This design comes from an exercise in tuning for small area and a short achievable clock period on the open sky130 flow, not from production work. In this exercise RTL edits were held to simulation tests only and were not proved equivalent to the original. Power figures rest on the tool's default switching activity, not on a simulated workload.

File: design/flow/config.mk
export PLATFORM = sky130hd
export DESIGN_NAME = pic_ctrl
export DESIGN_NICKNAME = pic_ctrl
export VERILOG_FILES = /design/flow/design.v
export SDC_FILE = /design/flow/constraint.sdc
export NUM_CORES = 4
export LEC_CHECK = 0
export ABC_AREA = 1
export CAP_MARGIN = 20
export CORE_MARGIN = 2
export CORE_UTILIZATION = 60
export SETUP_SLACK_MARGIN = 5
export SLEW_MARGIN = 20
export TNS_END_PERCENT = 5
File: design/flow/standard.sh
#!/bin/bash
# synth_recipe.tcl (not shown) runs the flow's synth.tcl, then flattens the netlist and writes it again
# the make line also repeats each setting of config.mk as NAME=value (left out here)
make -C /OpenROAD-flow-scripts/flow DESIGN_CONFIG=/design/flow/config.mk WORK_HOME=/design/flow/orfs CLKGATE_MAP_FILE= SYNTH_SCRIPT=/design/flow/synth_recipe.tcl "${@:-finish}"
File: design/flow/constraint.sdc
create_clock -name core_clock -period 8.5 [get_ports {clk}]
set_input_delay 1.7000 -clock core_clock [delete_from_list [all_inputs] [get_ports {clk}]]
set_output_delay 1.7000 -clock core_clock [all_outputs]
set_load 0.01 [all_outputs]
File: design/flow/design.v
package pic_pkg;
  localparam logic [24:0] PRIO_HI  = 25'(32'hf00c_0000 >> 7);
  localparam logic [24:0] EN_HI    = 25'(32'hf00c_2000 >> 7);
  localparam logic [24:0] GW_HI    = 25'(32'hf00c_4000 >> 7);
  localparam logic [24:0] CLR_HI   = 25'(32'hf00c_5000 >> 7);
  localparam logic [25:0] PEND_HI  = 26'(32'hf00c_1000 >> 6);
  localparam logic [31:0] PICCFG   = 32'hf00c_3000;
endpackage
module pic_ctrl
(
  input  logic        clk,
  input  logic        rst,
  input  logic [31:0] extintsrc_req,
  input  logic        picm_rden,
  input  logic        picm_wren,
  input  logic [31:0] picm_rdaddr,
  input  logic [31:0] picm_wraddr,
  input  logic [31:0] picm_wr_data,
  input  logic [3:0]  meipt,
  input  logic [3:0]  meicurpl,
  output logic [31:0] picm_rd_data,
  output logic [7:0]  claimid,
  output logic [3:0]  pl,
  output logic        mexintpend,
  output logic        mhwakeup
);
  logic        wk_prio, wk_en, wk_gw, wk_clr, wk_pc;
  logic [3:0]  wlo;    
  logic [7:0]  whi;    
  logic [3:0]  wd;
  logic        cfg_rst;
  logic        priord;
  logic [3:0]  q      [32];
  logic [31:0] en, pol, typ;
  logic [31:0] s1, edgep;
  logic [31:0] cand;
  logic [1:0]  hmax;
  logic [31:0] rd_q;
  logic [4:0]  id_q;
  logic [3:0]  pl_q;
  logic        pend_q, wake_q;
  logic [31:0] wsel;
  logic [3:0]  wq;
  logic        wd0, wd1;
  logic        priord_n, flip;
  logic [3:0]  q_n    [32];
  logic [31:0] en_n, pol_n, typ_n, clr, edge_n, pend_n, elig_n;
  always_comb begin
    for (int n = 0; n < 32; n++) wsel[n] = wlo[n % 4] & whi[n / 4];
  end
  assign wq  = wd ^ {4{priord & ~cfg_rst}};
  assign wd0 = wd[0];
  assign wd1 = wd[1];
  assign priord_n = wk_pc ? wd0 : priord;
  assign flip     = wk_pc & (wd[0] ^ priord);
  always_comb begin
    q_n[0] = '0;
    en_n[0] = 1'b0; pol_n[0] = 1'b0; typ_n[0] = 1'b0; clr[0] = 1'b0;
    for (int n = 1; n < 32; n++) begin
      q_n[n]   = (wk_prio & wsel[n]) ? wq : (q[n] ^ {4{flip}});
      en_n[n]  = (wk_en & wsel[n]) ? wd0 : en[n];
      pol_n[n] = (wk_gw & wsel[n]) ? wd0 : pol[n];
      typ_n[n] = (wk_gw & wsel[n]) ? wd1 : typ[n];
      clr[n]   = wk_clr & wsel[n];
    end
  end
  logic [31:0] edge_w;
  assign edge_w = (s1 ^ pol) | (edgep & ~clr);
  assign edge_n = edge_w & {32{~cfg_rst}};
  assign pend_n = (s1 ^ pol_n) | (edge_w & typ_n);
  assign elig_n = pend_n & en_n;
  logic wvalid;
  assign wvalid = picm_wren & ~rst;
  logic [31:0] rdec;
  logic [3:0]  rq;
  logic        ren, rpol, rtyp;
  logic        rvalid, h_prio, h_en, h_gw, h_pc, h_pend;
  logic [31:0] rsel, rd_n;
  logic        bypass;
  always_comb begin
    for (int n = 0; n < 32; n++) rdec[n] = (picm_rdaddr[6:2] == 5'(n));
  end
  always_comb begin
    rq   = {4{priord_n & rdec[0]}};   
    ren  = 1'b0;
    rpol = 1'b0;
    rtyp = 1'b0;
    for (int n = 1; n < 32; n++) begin
      rq   = rq   | (q_n[n] & {4{rdec[n]}});
      ren  = ren  | (en_n[n] & rdec[n]);
      rpol = rpol | (pol_n[n] & rdec[n]);
      rtyp = rtyp | (typ_n[n] & rdec[n]);
    end
  end
  assign rvalid = picm_rden & ~rst;
  assign h_prio = rvalid & (picm_rdaddr[31:7] == pic_pkg::PRIO_HI);
  assign h_en   = rvalid & (picm_rdaddr[31:7] == pic_pkg::EN_HI);
  assign h_gw   = rvalid & (picm_rdaddr[31:7] == pic_pkg::GW_HI);
  assign h_pc   = rvalid & (picm_rdaddr == pic_pkg::PICCFG);
  assign h_pend = rvalid & ~cfg_rst & (picm_rdaddr[31:6] == pic_pkg::PEND_HI) & (picm_rdaddr[5:2] == 4'd0);
  assign rsel = ({32{h_pend}} & pend_n)
              | {28'b0, {4{h_prio}} & (rq ^ {4{priord_n}})}
              | {31'b0, h_en & ren}
              | {30'b0, h_gw & rtyp, h_gw & rpol}
              | {31'b0, h_pc & priord_n};
  assign bypass = rvalid && picm_wren && (picm_rdaddr == picm_wraddr);
  assign rd_n   = bypass ? picm_wr_data : rsel;
  logic [31:0] xh3, xh2, c, cand_n;
  logic        A3, A2, A1;
  logic [1:0]  hmax_n;
  always_comb begin
    for (int n = 0; n < 32; n++) begin
      xh3[n] = elig_n[n] & q_n[n][3];
      xh2[n] = elig_n[n] & q_n[n][2];
    end
  end
  assign A3 = |(xh3 & xh2);
  assign A2 = |xh3;
  assign A1 = A2 | (|xh2);
  always_comb begin
    for (int n = 0; n < 32; n++)
      c[n] = ((xh3[n] & xh2[n]) | ~A3) & (xh3[n] | ~A2) & (xh3[n] | xh2[n] | ~A1);
  end
  assign cand_n = c & elig_n;
  assign hmax_n = {A2, A3 | (A1 & ~A2)};
  logic [31:0] xl1, xl0, d;
  logic        B3, B2, B1, any;
  logic [3:0]  win_prio;
  logic [4:0]  win_id, enc_id;
  always_comb begin
    for (int n = 0; n < 32; n++) begin
      xl1[n] = cand[n] & q[n][1];
      xl0[n] = cand[n] & q[n][0];
    end
  end
  assign B3 = |(xl1 & xl0);
  assign B2 = |xl1;
  assign B1 = B2 | (|xl0);
  always_comb begin
    for (int n = 0; n < 32; n++)
      d[n] = cand[n] & ((xl1[n] & xl0[n]) | ~B3) & (xl1[n] | ~B2) & (xl1[n] | xl0[n] | ~B1);
  end
  logic [15:0] o1; logic [7:0] o2; logic [3:0] o3; logic [1:0] o4;
  logic [15:0] i1; logic [7:0][1:0] i2; logic [3:0][2:0] i3; logic [1:0][3:0] i4;
  always_comb begin
    for (int k = 0; k < 16; k++) begin o1[k] = d[2*k] | d[2*k+1]; i1[k] = ~d[2*k]; end
    for (int k = 0; k < 8; k++) begin o2[k] = o1[2*k] | o1[2*k+1]; i2[k] = o1[2*k] ? {1'b0, i1[2*k]} : {1'b1, i1[2*k+1]}; end
    for (int k = 0; k < 4; k++) begin o3[k] = o2[2*k] | o2[2*k+1]; i3[k] = o2[2*k] ? {1'b0, i2[2*k]} : {1'b1, i2[2*k+1]}; end
    for (int k = 0; k < 2; k++) begin o4[k] = o3[2*k] | o3[2*k+1]; i4[k] = o3[2*k] ? {1'b0, i3[2*k]} : {1'b1, i3[2*k+1]}; end
    enc_id = o4[0] ? {1'b0, i4[0]} : {1'b1, i4[1]};
  end
  assign win_prio = {hmax, B2, B3 | (B1 & ~B2)};
  assign any      = hmax[1] | hmax[0] | B1;
  assign win_id   = any ? enc_id : 5'd0;
  logic       pord;
  logic [3:0] ipt_eff, curpl_eff;
  assign pord      = priord & ~cfg_rst;
  assign ipt_eff   = meipt ^ {4{pord}};
  assign curpl_eff = meicurpl ^ {4{pord}};
  always_ff @(posedge clk) begin
    cfg_rst <= rst;
    for (int k = 0; k < 4; k++) wlo[k] <= rst | (picm_wraddr[3:2] == 2'(k));
    for (int k = 0; k < 8; k++) whi[k] <= rst | (picm_wraddr[6:4] == 3'(k));
    wd      <= picm_wr_data[3:0] & {4{~rst}};
    wk_prio <= rst | (wvalid & (picm_wraddr[31:7] == pic_pkg::PRIO_HI));
    wk_en   <= rst | (wvalid & (picm_wraddr[31:7] == pic_pkg::EN_HI));
    wk_gw   <= rst | (wvalid & (picm_wraddr[31:7] == pic_pkg::GW_HI));
    wk_clr  <= wvalid & (picm_wraddr[31:7] == pic_pkg::CLR_HI);
    wk_pc   <= rst | (wvalid & (picm_wraddr == pic_pkg::PICCFG));
    priord <= priord_n;
    for (int n = 0; n < 32; n++) q[n] <= q_n[n];
    en     <= en_n;
    pol    <= pol_n;
    typ    <= typ_n;
    edgep  <= edge_n;
    s1     <= {extintsrc_req[31:1], 1'b0};
    cand   <= cand_n;
    hmax   <= hmax_n;
    rd_q   <= rd_n;
  end
  always_ff @(posedge clk) begin
    if (rst | cfg_rst) begin
      id_q   <= '0;
      pl_q   <= '0;
      pend_q <= 1'b0;
      wake_q <= 1'b0;
    end else begin
      id_q   <= win_id;
      pl_q   <= win_prio ^ {4{pord}};
      pend_q <= (win_prio > ipt_eff) && (win_prio > curpl_eff);
      wake_q <= (win_prio == 4'd15);
    end
  end
  assign picm_rd_data = rd_q;
  assign claimid      = {3'b0, id_q};
  assign pl           = pl_q;
  assign mexintpend   = pend_q;
  assign mhwakeup     = wake_q;
endmodule
File: design/flow/flow/run.sh
#!/bin/bash
# Own layout flow: the standard ORFS flow (standard synthesis), with the smallest buffer on
# the ports instead of the delay cell the resizer picks. Every tool's output goes to a log here.
set -euo pipefail
W=$(pwd)
# The flow settings of config.mk also go on make's command line, as in standard.sh.
KNOBS=()
while read -r kw k eq v; do
  case "$k" in
    PLATFORM|DESIGN_NAME|DESIGN_NICKNAME|VERILOG_FILES|SDC_FILE|NUM_CORES|LEC_CHECK) ;;
    *) [[ "$kw" == export && "$eq" == "=" ]] && KNOBS+=("$k=$v") ;;
  esac
done < "$W/config.mk"
echo "knobs: ${KNOBS[*]}" > "$W/knobs.log"
make -C "$FLOW_HOME" DESIGN_CONFIG="$W/config.mk" WORK_HOME="$W/orfs" CLKGATE_MAP_FILE= \
  SYNTH_SCRIPT="$W/synth_recipe.tcl" \
  BUFFER_PORTS_ARGS="-buffer_cell sky130_fd_sc_hd__buf_1" \
  "${KNOBS[@]}" finish > "$W/make.log" 2>&1
R="$W/orfs/results/$FLOW_PLATFORM/pic_ctrl/base"
: # left out here: write the final layout as DEF
==> out/metrics.cfg, run 1 <==
[worst_setup_path]
required_ns=8.97
arrival_ns=3.97
r2r_cells=15
crit_path_end_kind=flop
crit_type=input port to flop
cpMaxStageDelayCell=nor2_1
cp_max_fo=7
slowest_delay_ns=0.28
worstSetupStartpointType=input port
crit_path_cell_trace=buf_1, inv_1, nor2_1, inv_1, nor3_1, buf_4, nand2_1, nand2_1, nor2_1, nand2_1, nor2_1, nand3_1, nand3_1, a21oi_1

[synth]
ys_ff_latch=378
syn_area_per_cell_um2=6.44
synth_mux_area_share_pct=0
netlist_area_um2=20700
yosys_warnings=3
synth_most_common_cell=nand2_1
synth_commonest_cells=nand2_1 (1,202), dfxtp_1 (378), nor2_1 (351)
synth_compound_area_share_pct=11.6
ys_types=49
synthArstFlopShare_pct=0
synth_top_family_by_area=simple AND/OR/NAND/NOR gates
synth.yosys.seq_area_share_pct=36.5
synth-xor-area-share_pct=7.78
synth.area.top_cells=dfxtp_1 (37%), nand2_1 (22%), nor2_1 (6.4%)
synth_fa_ha_area_share_pct=0.483
synth-main-ff-cell=dfxtp_1
synth_edf_count=0
synthSimpleGateAreaFrac_pct=36.4
synth_top_area_cell=dfxtp_1
synth_cells=3215
synth_top_area_share_pct=36.5

[detailed_routing]
drtIter0Drc=2600
wl_per_cell_um=20.5
via_per_inst=5.77
antenna_left=0
dr_total_vias=22500
drt-total-wl_um=79700
dr.pass1.iters=6
drc=0

[timing]
min_period_over_period_pct=41.1
rsz0062_at_grt=yes
fin_hold_ws_ns=0.493
drv_slew=0
final_hold_viol_count=0
worst_slew_pin_slew_ns=1.08
setup_viol=0
clock_skew_ns=0.0193
final.setup.tns_ns=0
post-route-min-period_ns=3.49
clock.fmax_ghz=0.286
timing.slew.headroom_pct=27.3

[run]
drv_cap=0

[finish]
n_antenna_cell=0
area_growth_pct=14.8
drive_gt1_share_pct=6.40
fin_nets=3555
fillCellCount=2965

[die]
dieArea_um2=36000
start_util_pct=60.4
core-area_um2=34300
num_rows=68
pin_count=186
die_y_um=190
die_w_um=190

[pwr]
p_leak_nw=11.3
max-vdd-ir-drop_v=0.000295
report.power.total_w=0.00671
power_density_nw_per_um2=282

[cts]
numCtsBuffers=41
cts_buffer_depth=3
clock_sinks=378
clkLatencyLatePin_ns=0.56
cts_tree=yes
htreeDepth=2
clk_pin_slew_ns=0.06
cts-root-buf=clkbuf_16

[grt]
grt.total_usage_pct=42.8
grt_pass1_wl_um=117000
grt_pass1_vias=20300
grt_max_degree=72
grt_antenna_before_repair=0
grt-ovfl-total=0

[hold_path]
hold_depth=2
hold_class=flop to flop

[outcome]
status=complete, no violations

[place]
io_buffer_count=181
hpwl_um=58500
gp_congestion=1.05

through the flow:
step / utilization [%] / worst slack (ns) / std cells / instance area, µm²
floorplan: - / 5.02 / 3217 / 20700
global placement: 63.3 / 3.81 / 3789 / 21700
detailed placement: 63.3 / 3.70 / 3789 / 21700
CTS: 67.9 / 4.95 / 3873 / 23300
global route: 69.4 / 4.98 / 3891 / 23800
finish: 69.4 / 5.01 / 3891 / 23800
power breakdown:
part           leakage [nW]  internal (W)  switching (W)
logic                  7.44      0.000764        0.00165
registers              3.15       0.00218       0.000272
clock network         0.675       0.00108       0.000763
layer usage:
metal	routed length [µm]	vias to the layer above	GRT usage, %
li1	-	10600	-
met1	31000	10200	55.6
met2	35100	1374	67.7
met3	8010	278	5.68
met4	5620	0	26.7
met5	0	-	0
flip-flops by register name, indices dropped and copies added (netlist names), 5 cells and up:
register and count:
rd_q 32, en 31, cand 31, pol 31, typ 31, id_q 5
whi 8, s1 31, edgep 31, q 124
area by class of cell:
| cell class | count | area (µm²) | share of cell area, % |
|---|---|---|---|
| multi-input combinational | 2500 | 12000 | 50.5 |
| sequential | 378 | 7580 | 31.9 |
| timing repair buffer | 235 | 1290 | 5.44 |
| clock buffer | 57 | 1170 | 4.90 |
| inverter | 251 | 957 | 4.03 |
| tap | 455 | 569 | 2.39 |
| clock inverter | 15 | 204 | 0.858 |
kinds of logic after synthesis:
kind of cell | count (synthesis)
buffers and inverters | 346
other | 1
AOI/OAI and AO/OA | 442
DFF | 378
and+or+nand+nor | 1856
adders and majority gates | 8
xor gates and xnor gates | 184
layout by cell type (no fill, tap or decap), types with 9 or more instances in the layout:
cell	n
a22o_1	9
nand4_1	32
o21ai_0	228
a22oi_1	13
o21ai_1	60
nor4_1	12
nor2_1	323
dfxtp_1	372
nand2_2	9
nand3b_1	31
buf_1	179
buf_4	35
a21oi_1	77
clkbuf_16	42
o21a_1	11
nand2_1	1195
buf_12	11
o211ai_1	10
nor3_1	22
inv_2	10
xnor2_1	115
inv_1	236
nand3_1	173
nor2_2	17
xor2_1	67
nor2_4	24
critical path: cells and delay by family:
| family | cells | cell delay (ns) |
|---|---|---|
| buffers and inverters | 4 | 0.79 |
| AOI/OAI and AO/OA | 1 | 0.18 |
| and+or+nand+nor | 9 | 1.29 |
what timing repair did:
item	CTS	global route
setup buffers	5	17
setup endpoints to repair	66	69
gates cloned	7	1
hold buffers	0	0
pin swaps	7	8
resized for setup	35	93
path summary, 6_finish.rpt:
check            startpoint  endpoint  slack (ns)
min reg2reg        edgep[9]  edgep[9]        0.49
max          picm_rdaddr[5]   rd_q[1]        5.01
max reg2reg           wd[0]  cand[31]        5.06
min                edgep[9]  edgep[9]        0.49
==> run 2, diff against run 1 <==
--- a/design/flow/design.v
+++ b/design/flow/design.v
@@ -28,5 +28,6 @@
   logic [3:0]  wlo;    
   logic [7:0]  whi;    
-  logic [3:0]  wd;
+  logic [1:0]  wd;
+  logic [3:0]  wq;     
   logic        cfg_rst;
   logic        priord;
@@ -41,5 +42,4 @@
   logic        pend_q, wake_q;
   logic [31:0] wsel;
-  logic [3:0]  wq;
   logic        wd0, wd1;
   logic        priord_n, flip;
@@ -49,5 +49,4 @@
     for (int n = 0; n < 32; n++) wsel[n] = wlo[n % 4] & whi[n / 4];
   end
-  assign wq  = wd ^ {4{priord & ~cfg_rst}};
   assign wd0 = wd[0];
   assign wd1 = wd[1];
@@ -162,5 +161,6 @@
     for (int k = 0; k < 4; k++) wlo[k] <= rst | (picm_wraddr[3:2] == 2'(k));
     for (int k = 0; k < 8; k++) whi[k] <= rst | (picm_wraddr[6:4] == 3'(k));
-    wd      <= picm_wr_data[3:0] & {4{~rst}};
+    wd      <= picm_wr_data[1:0] & {2{~rst}};
+    wq      <= (picm_wr_data[3:0] ^ {4{priord_n}}) & {4{~rst}};
     wk_prio <= rst | (wvalid & (picm_wraddr[31:7] == pic_pkg::PRIO_HI));
     wk_en   <= rst | (wvalid & (picm_wraddr[31:7] == pic_pkg::EN_HI));
--- a/design/flow/config.mk
+++ b/design/flow/config.mk
@@ -9,5 +9,7 @@
 export CAP_MARGIN = 20
 export CORE_MARGIN = 2
-export CORE_UTILIZATION = 60
+export CORE_UTILIZATION = 66
+export CTS_CLUSTER_DIAMETER = 80
+export CTS_CLUSTER_SIZE = 24
 export SETUP_SLACK_MARGIN = 5
 export SLEW_MARGIN = 20
==> run 2 against run 1 <==
Critical path depth up 3; clock skew down 0.0038 ns; utilization grew 4.5 points; synthesized cell count down 1.9%; clock power down 42%; die area down 9.0%; count of clock-buffer cells in the layout shrank 35; worst hold slack lost 0.015 ns; largest power group unchanged; sequential share of layout area increased by 1.7 points; worst setup slack got worse by 0.087 ns.
==> out/metrics.cfg, run 2 <==
[timing]
rsz0062_at_grt=yes
drv_slew=0
timing.slew.headroom_pct=45.8
post-route-min-period_ns=3.58
setup_viol=0
clock_skew_ns=0.0155
worst_slew_pin_slew_ns=0.805
min_period_over_period_pct=42.1
clock.fmax_ghz=0.279
final_hold_viol_count=0
final.setup.tns_ns=0

[detailed_routing]
dr_total_vias=22500
dr.pass1.iters=9
antenna_left=0
via_per_inst=6.07
met1_length_um=28400
wl_met2_um=32600
drt-total-wl_um=75400
top_layer_used=met4
dr_wl_met3_um=8280
drc=0
drtIter0Drc=3140
wl_per_cell_um=20.3

[synth]
synth_most_common_cell=nand2_1
ys_types=49
synth.yosys.seq_area_share_pct=36.8
ys_ff_latch=380
synth_edf_count=0
synth_top_area_cell=dfxtp_1
synth_commonest_cells=nand2_1 (1,122), dfxtp_1 (380), nor2_1 (320)
syn_area_per_cell_um2=6.56
synth_cells=3154
synth_top_area_share_pct=36.8
synth.area.top_cells=dfxtp_1 (37%), nand2_1 (20%), nand3_1 (5.8%)
synthArstFlopShare_pct=0
synth-main-ff-cell=dfxtp_1
netlist_area_um2=20700
yosys_warnings=3

[grt]
grt.total_usage_pct=44.7
grt_antenna_before_repair=0
grt_max_degree=60
grt_pass1_vias=20800
grt_pass1_wl_um=115000
grt-ovfl-total=0

[pwr]
report.power.total_w=0.00579
power_density_nw_per_um2=255
p_leak_nw=10.4
comb_power_share_pct=39.6
power_switching_w=0.00243
p_clk_share_pct=18.4
max-vdd-ir-drop_v=0.000226
p_sw_share_pct=41.9
p_int_w=0.00336
seqPwrFrac_pct=42.0

[worst_setup_path]
crit_buf_inv=4
crit_family=simple AND/OR/NAND/NOR gates
r2r_slack_ns=4.92
cp_max_fo=31
r2r_cells=17
crit_type=flop to flop
required_ns=8.94
r2r-end=cand[30]
cpMostUsedCell=nand2_1
crit_path_end_kind=flop
crit_path_cell_trace=clkinvlp_4, o21ai_0, nand2_1, nand2_1, nand2_1, nor2_1, nand2_1, nand2_1, nor2_1, nand2_1, nor2_4, buf_12, buf_4, nand3_1, nand2_1, inv_1, nor2_1
cpMaxStageDelayCell=o21ai_0
arrival_ns=4.02
r2r-start=wd[1]
slowest_delay_ns=0.67
worstSetupStartpointType=flop

[place]
hpwl_um=53900
place_area_um2=21500
io_buffer_count=181
gp_congestion=0.997

[die]
dieArea_um2=32800
pin_count=186
die_w_um=181
core-area_um2=30700
die_y_um=181
num_rows=64
start_util_pct=67.3

[cts]
clkLatencyLatePin_ns=0.55
htreeDepth=1
cts_buffer_depth=3
ctsHoldBuffers=0
cts_tree=yes
cts-root-buf=clkbuf_16
clock_sinks=380
numCtsBuffers=20
clk_pin_slew_ns=0.10

[outcome]
status=complete, no violations

[finish]
layout_commonest_cell=nand2_1
n_antenna_cell=0
fin_nets=3459
largest_register_ffs=124
largest_registers=q x124, rd_q x32
final_cell_mix=nand2_1 (1,118), dfxtp_1 (372), nor2_1 (294), nand3_1 (240), o21ai_0 (222)
top_register=q
area_growth_pct=9.75
fillCellCount=2497
final_area_um2=22700
drive_gt1_share_pct=6.15

[hold_path]
hold_depth=2
whs_endpoint=edgep[15]
hold_class=flop to flop
worstHoldStart=edgep[15]

[run]
drv_cap=0

==> run 2: cell count changes after synthesis, moves of 15 or more <==
cell / before / now
o21ai_1: 46 / 73
xnor2_1: 116 / 97
inv_2: 9 / 30
inv_1: 239 / 167
buf_4: 5 / 22
nand3_1: 174 / 241
xor2_1: 68 / 104
nor2_1: 351 / 320
nand4_1: 32 / 17
o21a_1: 11 / 31
nand2_1: 1202 / 1122
o21ai_0: 247 / 223
==> run 2: worst max path at each step <==
stage	start	to	slack (ns)	cells past startpoint
floorplan	picm_rdaddr[6]	rd_q[10]	5.02	11
global placement	picm_rdaddr[6]	rd_q[0]	3.53	9
detailed placement	picm_rdaddr[6]	rd_q[1]	3.58	10
CTS	picm_rdaddr[5]	rd_q[0]	4.95	11
global route	picm_rdaddr[2]	rd_q[2]	4.93	13
finish	wd[1]	cand[30]	4.92	17
==> run 2: repair_timing <==
item	4_1_cts	5_1_grt
gates resized for setup	44	43
setup endpoints to repair	65	46
buffers inserted	21	12
pin swaps	10	4
cloned	9	1
==> run 2: power by group through the flow <==
stage,clock (W),combinational [W],sequential [W]
floorplan,0,0.00154,0.00239
global placement,0,0.00198,0.00244
detailed placement,0,0.00204,0.00246
CTS,0.00105,0.00213,0.00242
global route,0.00112,0.00249,0.00246
finish,0.00107,0.00229,0.00243
==> run 2: final cells by class <==
type	count	area [µm²]	area share (%)
Clock buffer	22	539	2.38
Clock inverter	4	32.5	0.143
Inverter	202	773	3.41
Multi-Input combinational cell	2464	12000	52.8
Sequential cell	380	7620	33.6
Tap cell	396	495	2.18
Timing Repair Buffer	241	1240	5.46
Timing Repair inverter	2	12.5	0.0551
==> run 2: cell families after synthesis <==
kind of cell,synth area share [%]
AOI/OAI and AO/OA,12.1
xor gates and xnor gates,8.51
adders and majority gates,0.484
buffers and inverters,6.77
DFF,36.8
other,0.0181
and+or+nand+nor,35.3
==> run 2: through the flow <==
step / std cells / setup slack, ns / util (%) / hold slack, ns
floorplan: 3156 / 5.02 / - / 0.451
global placement: 3642 / 3.53 / 69.8 / 0.459
detailed placement: 3642 / 3.58 / 69.8 / 0.467
CTS: 3698 / 4.95 / 73.0 / 0.479
global route: 3711 / 4.93 / 73.8 / 0.495
finish: 3711 / 4.92 / 73.8 / 0.478
==> run 2: layer usage <==
layer  up-vias  track usage [%]
li1      10400                -
met1     10100             56.6
met2      1624             70.6
met4         0             29.8
met5         -                0
met3       372             7.24
==> run 2: worst register-to-register path: stages, from the launching register on <==
cell        delay (ns)
dfxtp_1           0.36
clkinvlp_4        0.53
o21ai_0           0.69
nand2_1           0.12
nand2_1           0.22
nand2_1           0.21
nor2_1            0.27
nand2_1           0.12
nand2_1           0.08
nor2_1            0.04
nand2_1           0.24
nor2_4            0.09
buf_12            0.16
buf_4             0.14
nand3_1           0.06
nand2_1           0.05
inv_1             0.05
nor2_1            0.05
==> run 3, diff against run 2 <==
--- a/design/flow/config.mk
+++ b/design/flow/config.mk
@@ -9,5 +9,5 @@
 export CAP_MARGIN = 20
 export CORE_MARGIN = 2
-export CORE_UTILIZATION = 66
+export CORE_UTILIZATION = 60
 export CTS_CLUSTER_DIAMETER = 80
 export CTS_CLUSTER_SIZE = 24
==> run 3 against run 2 <==
Utilization down 7.4 points; largest cell class unchanged; critical endpoint is now rd_q[1]; largest power group unchanged; final area rose by 0.28%; synthesized cell count is the same; sequential cell count unchanged.
==> out/metrics.cfg, run 3 <==
[grt]
grt.busiest_layer=met2
grt_pass1_vias=19900
met1_usage_pct=53.2
grt.total_usage_pct=40.8
grt_max_degree=61
use_met2_pct=64.8
grt-ovfl-total=0
grtUsageMet3_pct=5.24
grt_antenna_before_repair=0
grt_pass1_wl_um=113000

[synth]
synth.area.top_cells=dfxtp_1 (37%), nand2_1 (20%), nand3_1 (5.8%)
synth_cells=3154
syn_area_per_cell_um2=6.56
synth_most_common_cell=nand2_1
synth.yosys.seq_area_share_pct=36.8
synth_edf_count=0
ys_ff_latch=380
synthArstFlopShare_pct=0
synth-main-ff-cell=dfxtp_1
yosys_warnings=3
ys_types=49
synth_commonest_cells=nand2_1 (1,122), dfxtp_1 (380), nor2_1 (320)
synth_top_area_share_pct=36.8
synth_top_area_cell=dfxtp_1
netlist_area_um2=20700

[timing]
rsz0062_at_grt=yes
timing.slew.headroom_pct=38.3
post-route-min-period_ns=3.55
clock.fmax_ghz=0.282
worst_slew_pin_slew_ns=0.925
final_hold_viol_count=0
final.setup.tns_ns=0
clock_skew_ns=0.0312
setup_viol=0
drv_slew=0
final.setup.worst_slack_ns=4.95
min_period_over_period_pct=41.8

[die]
num_rows=68
core-area_um2=34300
start_util_pct=60.3
die_y_um=190
die_w_um=190
dieArea_um2=36000
pin_count=186

[outcome]
status=complete, no violations

[worst_setup_path]
crit_path_cell_trace=clkbuf_4, clkinvlp_4, buf_4, nand3_1, inv_1, nand2_1, nand2_1, nor2_1, nand2_1, nor2_2, nand2_1, nand2_1, nand3_1, a21oi_1
cpMaxStageDelayCell=clkbuf_4
required_ns=8.97
cp_max_fo=17
crit_buf_inv=4
cpMostUsedCell=nand2_1
crit_path_end_kind=flop
worstSetupStartpointType=input port
arrival_ns=4.03
crit_family=simple AND/OR/NAND/NOR gates
slowest_delay_ns=0.35
crit_type=input port to flop

[place]
gp_congestion=0.961
io_buffer_count=181
dp_slack_ns=3.57
hpwl_um=54800

[detailed_routing]
drtIter0Drc=2495
drt-total-wl_um=75700
wl_per_cell_um=20.0
via_per_inst=5.83
dr_total_vias=22000
drc=0
antenna_left=0
dr.pass1.iters=6

[finish]
final_cell_mix=nand2_1 (1,118), dfxtp_1 (374), nor2_1 (296), nand3_1 (240), o21ai_0 (220)
multi_input_area_um2=11900
fillCellCount=3153
n_antenna_cell=0
drive_gt1_share_pct=6.02
largest_register_ffs=124
top_register=q
area_growth_pct=10.1
layout_commonest_cell=nand2_1
layout.area.seq_um2=7620
largest_registers=q x124, rd_q x32
fin_nets=3465

[cts]
cts_buffer_depth=3
clk_pin_slew_ns=0.09
ctsHoldBuffers=0
htreeDepth=1
cts_tree=yes
cts-root-buf=clkbuf_16
clock_sinks=380
clkLatencyLatePin_ns=0.56
numCtsBuffers=21

[pwr]
p_leak_nw=10.5
max-vdd-ir-drop_v=0.000242
power_density_nw_per_um2=258

[hold_path]
hold_class=flop to flop

[run]
drv_cap=0

==> run 3: cell counts after synthesis <==
No cell type changed its count.
==> run 3: final cells by class <==
cell class              instances  area share, %
repair buffers                246           5.31
clock inverters                 6          0.341
flip-flops and latches        380           33.5
clock buffers                  25           2.51
well taps                     455           2.50
repair inverters                1         0.0330
inverters                     202           3.40
multi-input cells            2465           52.5
==> run 3: worst paths after layout <==
kind	start	to	slack, ns	depth (start not counted)
max	picm_rdaddr[6]	rd_q[1]	4.95	14
min	edgep[13]	edgep[13]	0.48	2
max reg2reg	wd[1]	cand[19]	5.10	14
min reg2reg	edgep[13]	edgep[13]	0.48	2
==> run 3: worst reg2reg max path: stages, from the launching register on <==
cell,delay [ns]
dfxtp_1,0.37
clkinvlp_4,0.51
o21ai_0,0.81
nand2_1,0.23
a21boi_1,0.32
nand2_1,0.11
nand2_1,0.09
nor2_1,0.05
nand2_1,0.10
nor2_2,0.10
nand2_2,0.20
nor2_4,0.06
buf_4,0.18
nor2_1,0.13
nor2_1,0.07
==> run 3: power breakdown <==
part           internal, W  switching [W]  total [W]  leakage (nW)
logic             0.000742        0.00156    0.00230          6.99
registers          0.00216       0.000265    0.00243          3.16
clock network     0.000518       0.000622    0.00114         0.320
total              0.00342        0.00244    0.00587          10.5
==> run 3: what timing repair did <==
| item | 4_1_cts | 5_1_grt |
|---|---|---|
| pin swaps | 9 | 4 |
| setup endpoints to repair | 65 | 68 |
| resized for setup | 20 | 48 |
| setup buffers | 19 | 13 |
| gates cloned | 9 | 1 |
==> run 3: cell families (layout without fill, tap and decap cells) <==
logic type | Yosys count | count (layout) | share of synthesized area [%]
adders and majority gates | 8 | 8 | 0.484
xor gates and xnor gates | 201 | 201 | 8.51
AOI/OAI and AO/OA | 455 | 455 | 12.1
other | 1 | 3 | 0.0181
buffers and inverters | 320 | 480 | 6.77
and+or+nand+nor | 1789 | 1798 | 35.3
DFF | 380 | 380 | 36.8
==> run 3: metrics by stage <==
step	cell area, µm²	utilization (%)	hold slack [ns]	total power (W)	instances
floorplan	20700	-	0.451	0.00393	3156
global placement	21600	62.9	0.460	0.00444	3706
detailed placement	21600	62.9	0.467	0.00451	3706
CTS	22500	65.7	0.479	0.00573	3765
global route	22800	66.4	0.493	0.00617	3780
finish	22800	66.4	0.477	0.00587	3780
==> run 3: per-layer routing <==
layer / up-vias / part of all wire, %
li1: 10500 / -
met5: - / 0
met1: 10100 / 40
met2: 1222 / 44
met3: 265 / 9.0
met4: 0 / 7.3
==> run 4, diff against run 3 <==
--- a/design/flow/config.mk
+++ b/design/flow/config.mk
@@ -12,5 +12,5 @@
 export CTS_CLUSTER_DIAMETER = 80
 export CTS_CLUSTER_SIZE = 24
-export SETUP_SLACK_MARGIN = 5
+export SETUP_SLACK_MARGIN = 4.7
 export SLEW_MARGIN = 20
 export TNS_END_PERCENT = 5
==> run 4 against run 3 <==
Non-clock buffer count shrank 13; combinational power barely moved; synthesized cell count is the same; die area is the same; first-iteration DRC count down 6.3%; final area is 0.59% lower; sequential power hardly changed; total power down 0.94%; sequential cell count did not move; critical path depth is 4 lower; utilization down 0.39 points; global-route usage decreased by 0.21 points; highest routed layer unchanged.
==> out/metrics.cfg, run 4 <==
[outcome]
status=complete, no violations

[detailed_routing]
drc=0
via_per_inst=5.78
drt-total-wl_um=75600
dr.pass1.iters=6
antenna_left=0
wl_per_cell_um=20.1
dr_total_vias=21800
drtIter0Drc=2337

[synth]
synth.yosys.seq_area_share_pct=36.8
syn_area_per_cell_um2=6.56
synth_mux_area_share_pct=0
synth_compound_area_share_pct=12.1
synthSimpleGateAreaFrac_pct=35.3
synth_edf_count=0
synth-main-ff-cell=dfxtp_1
synth_most_common_cell=nand2_1
synth_top_area_share_pct=36.8
synth_top_area_cell=dfxtp_1
ys_types=49
synth_top_family_by_area=simple AND/OR/NAND/NOR gates
ys_ff_latch=380
synth.area.top_cells=dfxtp_1 (37%), nand2_1 (20%), nand3_1 (5.8%)
synthArstFlopShare_pct=0
synth_commonest_cells=nand2_1 (1,122), dfxtp_1 (380), nor2_1 (320)
synth_cells=3154
synth_fa_ha_area_share_pct=0.484
yosys_warnings=3
synth-xor-area-share_pct=8.51
netlist_area_um2=20700

[die]
num_rows=68
start_util_pct=60.3
dieArea_um2=36000
core-area_um2=34300
die_y_um=190
die_w_um=190
pin_count=186

[place]
placed_cells=3701
io_buffer_count=181
place_area_um2=21600
dp_slack_ns=3.60
hpwl_um=54800
gp_congestion=1.02

[cts]
clock_sinks=380
cts_buffer_depth=3
cts_tree=yes
clkLatencyLatePin_ns=0.56
clk_pin_slew_ns=0.09
ctsHoldBuffers=0
htreeDepth=1
numCtsBuffers=21
cts-root-buf=clkbuf_16

[worst_setup_path]
worstSetupStartpointType=input port
crit_path_cell_trace=buf_1, inv_1, nand2_1, a21oi_1, o221ai_1, nor2_1, nand3_1, nor2_4, nand2_1, o21ai_0
crit_buf_inv=2
crit_type=input port to flop
cp_max_fo=21
r2r-start=wd[0]
arrival_ns=4.30
crit_start=rst
required_ns=8.97
cpMostUsedCell=nand2_1
crit_path_end_kind=flop
slowest_delay_ns=0.68
cpMaxStageDelayCell=nor2_4
crit_family=simple AND/OR/NAND/NOR gates

[hold_path]
hold_class=flop to flop
worstHoldStart=edgep[3]

[timing]
final.setup.worst_slack_ns=4.66
timing.slew.headroom_pct=32.8
final_hold_viol_count=0
clock.fmax_ghz=0.261
post-route-min-period_ns=3.84
min_period_over_period_pct=45.1
worst_slew_pin_slew_ns=1.00
final.setup.tns_ns=0
drv_slew=0
clock_skew_ns=0.0271
rsz0062_at_grt=yes
setup_viol=0

[pwr]
p_leak_nw=10.4
max-vdd-ir-drop_v=0.000298
report.power.total_w=0.00581
power_density_nw_per_um2=257

[finish]
fin_nets=3451
n_antenna_cell=0
drive_gt1_share_pct=5.04
multi_input_area_um2=11900
layout.area.seq_um2=7610
layout_commonest_cell=nand2_1
final-instance-count-excl-fill=3766
final_cell_mix=nand2_1 (1,121), dfxtp_1 (377), nor2_1 (313), nand3_1 (241), o21ai_0 (223)
top_register=q
largest_register_ffs=124
fillCellCount=3145
final_area_um2=22600
largest_registers=q x124, rd_q x32
area_growth_pct=9.40

[grt]
grt-ovfl-total=0
grt_pass1_vias=20000
grt_pass1_wl_um=113000
grt_antenna_before_repair=0
grt.total_usage_pct=40.6
grt_max_degree=81

[run]
drv_cap=0

run 4: changes by cell type in the layout (fill, tap and decap cells not counted), moves of 5 or more:
cell / change
buf_4: -14
nor2_1: +17
nor2_2: -12
nor3_1: -5
nor2_4: -6
run 4: worst min-delay path, delay by kind of cell (launching register included):
kind	cells	cell delay, ns
AOI/OAI and AO/OA	1	0.06
DFF	1	0.31
and+or+nand+nor	1	0.07
run 4: kinds of logic after synthesis:
| logic type | after synthesis |
|---|---|
| adder cells (fa/ha/maj) | 8 |
| buffers and inverters | 320 |
| XOR/XNOR | 201 |
| AO/OA/AOI/OAI | 455 |
| flip-flops | 380 |
| AND/OR/NAND/NOR | 1789 |
| other | 1 |
run 4: final timing paths:
path	slack [ns]	to	depth (start not counted)
worst max register to register	4.67	cand[7]	17
worst min register to register	0.48	edgep[3]	2
worst max-delay path	4.66	rd_q[26]	10
worst min-delay path	0.48	edgep[3]	2
run 4: report_power, final:
group | switching [W] | leakage, nW | internal (W)
clock | 0.000640 | 0.300 | 0.000473
sequential | 0.000269 | 3.16 | 0.00216
combinational | 0.00153 | 6.95 | 0.000740
run 4: per-stage QoR:
| step | hold WS [ns] | utilization (%) |
|---|---|---|
| 2_1_floorplan | 0.451 | - |
| 3_3_place_gp | 0.459 | 62.8 |
| 3_5_place_dp | 0.467 | 62.9 |
| 4_1_cts | 0.480 | 65.1 |
| 5_1_grt | 0.499 | 66.0 |
| 6_report | 0.480 | 66.0 |
run 4: metal layers:
metal	global-route usage [%]	up-vias	part of all wire, %
met5	0	-	0
met4	21.5	0	6.5
met3	5.35	234	9.4
met2	64.8	1207	44
met1	53.8	9893	40
li1	-	10400	-
run 4: final cells by class:
cell class / instances / area share [%]
timing repair buffer: 233 / 5.22
inverter: 202 / 3.40
sequential: 380 / 33.6
multi-input combinational: 2464 / 52.5
clock inverter: 9 / 0.326
tap: 455 / 2.52
timing repair inverter: 1 / 0.0332
clock buffer: 22 / 2.38
run 4: repair_timing:
action,in CTS,in global routing
setup buffers,4,20
endpoints found under the setup margin,65,68
cloned,8,2
gates resized for setup,11,16
hold endpoints to repair,0,0
pin swaps,6,6
==> run 5, diff against run 4 <==
--- a/design/flow/config.mk
+++ b/design/flow/config.mk
@@ -10,7 +10,7 @@
 export CORE_MARGIN = 2
 export CORE_UTILIZATION = 60
-export CTS_CLUSTER_DIAMETER = 80
-export CTS_CLUSTER_SIZE = 24
-export SETUP_SLACK_MARGIN = 4.7
+export CTS_CLUSTER_DIAMETER = 90
+export CTS_CLUSTER_SIZE = 27
+export SETUP_SLACK_MARGIN = 5
 export SLEW_MARGIN = 20
 export TNS_END_PERCENT = 5
==> run 5 against run 4 <==
Worst setup slack improved by 0.24 ns; via count rose by 1.0%; maximum frequency rose by 6.6%; total power fell by 1.6%; final area fell by 0.19%; non-clock buffer count rose by 2; sequential share of layout area rose by 0.093 points; synthesized cell count did not move; wire length fell by 0.64%; critical endpoint is now rd_q[0]; largest power group unchanged.
==> out/metrics.cfg, run 5 <==
[timing]
post-route-min-period_ns=3.60
timing.slew.headroom_pct=38.4
setup_viol=0
fin_hold_ws_ns=0.481
clock.fmax_ghz=0.278
drv_slew=0
min_period_over_period_pct=42.3
final_hold_viol_count=0
rsz0062_at_grt=yes
final.setup.tns_ns=0
worst_slew_pin_slew_ns=0.924
clock_skew_ns=0.0175

[detailed_routing]
dr_total_vias=22000
antenna_left=0
drt-total-wl_um=75100
drtIter0Drc=2259
drc=0
wl_per_cell_um=20.0
via_per_inst=5.85
dr.pass1.iters=6

[grt]
grt-ovfl-total=0
grt_max_degree=61
grt_antenna_before_repair=0
grt_pass1_vias=19800
grt_pass1_wl_um=113000
grt.total_usage_pct=40.7

[finish]
fin_nets=3451
drive_gt1_share_pct=5.54
top_register=q
fin_util_pct=65.9
n_antenna_cell=0
largest_register_ffs=124
final_cell_mix=nand2_1 (1,118), dfxtp_1 (374), nor2_1 (296), nand3_1 (240), o21ai_0 (217)
area_growth_pct=9.19
layout_commonest_cell=nand2_1
largest_registers=q x124, rd_q x32

[worst_setup_path]
required_ns=8.98
crit_path_end_kind=flop
worstSetupStartpointType=input port
crit_type=input port to flop
cp_max_fo=7
arrival_ns=4.08

[synth]
synth_cells=3154
synth_top_area_cell=dfxtp_1
synth_commonest_cells=nand2_1 (1,122), dfxtp_1 (380), nor2_1 (320)
synth_top_area_share_pct=36.8
synth-main-ff-cell=dfxtp_1
synth_most_common_cell=nand2_1
yosys_warnings=3
synthArstFlopShare_pct=0
ys_ff_latch=380
synth_edf_count=0
synth.area.top_cells=dfxtp_1 (37%), nand2_1 (20%), nand3_1 (5.8%)
netlist_area_um2=20700
synth.yosys.seq_area_share_pct=36.8
ys_types=49
syn_area_per_cell_um2=6.56

[cts]
clock_sinks=380
numCtsBuffers=18
clk_pin_slew_ns=0.10
cts_buffer_depth=3
cts-root-buf=clkbuf_16
cts_tree=yes
htreeDepth=1
ctsHoldBuffers=0
clkLatencyLatePin_ns=0.54

[die]
die_y_um=190
pin_count=186
core-area_um2=34300
die_w_um=190
dieArea_um2=36000
start_util_pct=60.3
num_rows=68

[pwr]
power_density_nw_per_um2=253
max-vdd-ir-drop_v=0.000245
p_leak_nw=10.4

[place]
hpwl_um=54800
io_buffer_count=181
gp_congestion=0.961

[hold_path]
hold_class=flop to flop

[outcome]
status=complete, no violations

[run]
drv_cap=0

[run 5: cell types whose count changed in the layout (fill, tap and decap cells not counted), moves of 3 or more]
cell       change
clkbuf_16      -3
dfxtp_1        -3
nand2_1        -3
nand2_2        +3
nor2_1        -17
nor2_2        +16
nor3_1         +4
o21ai_0        -6
o21ai_1        +5
[run 5: what timing repair did]
item                                    4_1_cts  5_1_grt
cloned                                       10        0
resized for setup                            31       40
buffers inserted                             20        2
endpoints found under the setup margin       65       66
pin swaps                                    10        1
[run 5: logic make-up (layout without fill, tap and decap cells)]
kind of cell,after synthesis,in the layout,synth area share [%]
DFF,380,380,36.8
xor gates and xnor gates,201,201,8.51
adders and majority gates,8,8,0.484
and+or+nand+nor,1789,1798,35.3
AOI/OAI and AO/OA,455,455,12.1
other,1,3,0.0181
buffers and inverters,320,461,6.77
[run 5: report_power, final]
part | switching [W] | internal, W
Clock | 0.000588 | 0.000442
Sequential | 0.000265 | 0.00216
Combinational | 0.00154 | 0.000721
[run 5: cell type report]
type | instances | area [µm²]
clock buffers | 20 | 479
clock inverters | 3 | 55.1
fillers | 3184 | 11700
inverters | 202 | 773
multi-input cells | 2465 | 11900
flip-flops and latches | 380 | 7620
well taps | 455 | 569
repair buffers | 235 | 1160
repair inverters | 1 | 7.51
[run 5: stage by stage]
| stage | cell area (µm²) | instances | total power, W | setup WS, ns |
|---|---|---|---|---|
| after floorplan | 20700 | 3156 | 0.00393 | 5.02 |
| after detailed placement | 21600 | 3706 | 0.00451 | 3.57 |
| after global placement | 21600 | 3706 | 0.00444 | 3.60 |
| final | 22600 | 3761 | 0.00572 | 4.90 |
| after global routing | 22600 | 3761 | 0.00602 | 4.88 |
| after CTS | 22500 | 3759 | 0.00561 | 4.90 |
[run 5: critical path: stages]
cell and delay, ns:
buf_1 0.23, inv_1 0.07, nor2_1 0.34, nand2_1 0.18, nor2_2 0.54, nand2_1 0.26, nand4_1 0.20, nor4_2 0.10
a21boi_0 0.21, nor2_1 0.10, a21oi_1 0.14
[run 5: path summary, 6_finish.rpt]
kind | startpoint | end | slack, ns | cells past startpoint
hold reg to reg | edgep[13] | edgep[13] | 0.48 | 2
setup / recovery | picm_rdaddr[3] | rd_q[0] | 4.90 | 11
setup reg to reg | wd[0] | cand[6] | 5.07 | 16
hold / removal | edgep[13] | edgep[13] | 0.48 | 2
[run 5: metal layers]
layer	GRT usage (%)	part of all wire, %	vias up
li1	-	-	10500
met1	53.1	40	9971
met2	64.1	43	1279
met3	5.57	9.5	285
met4	24.9	7.3	0
met5	0	0	-

==> port drivers added, routing unchanged <==
No port has a modelled driver above. Below, the same layouts with a new extraction and two added sets of constraints. Step 1 sets driving cells, clkbuf_16 on the clock port and buf_2 on the other inputs (assumed; they add their load-dependent delay and slew). Step 2, shift: input delay + t, output delay - t, t = (earliest + latest rising clock arrival at the registers) / 2. This alone moves slack from input paths to output paths. Slacks: no drivers / after step 1 / after step 2; pairs: no drivers / after step 1.
run | t (ns) | setup WS [ns] | worst setup path at the end | worst register clock-pin slew, ns | worst data-port slew with drivers (ns)
run 1 | 0.604 | 5.005 / 5.039 / 4.435 | input to register | 0.07 / 0.07 | 0.05
run 2 | 0.588 | 4.918 / 4.918 / 4.437 | input to register | 0.10 / 0.10 | 0.04
run 3 | 0.599 | 4.948 / 4.966 / 4.368 | input to register | 0.11 / 0.11 | 0.05
run 4 | 0.599 | 4.664 / 4.670 / 4.095 | input to register | 0.11 / 0.11 | 0.06
run 5 | 0.585 | 4.902 / 4.924 / 4.339 | input to register | 0.11 / 0.11 | 0.05
After both steps every run listed still meets setup and hold. For run 3, which loses most, drivers alone change the setup slack by +0.018 ns; drivers and shift together by -0.580 ns.
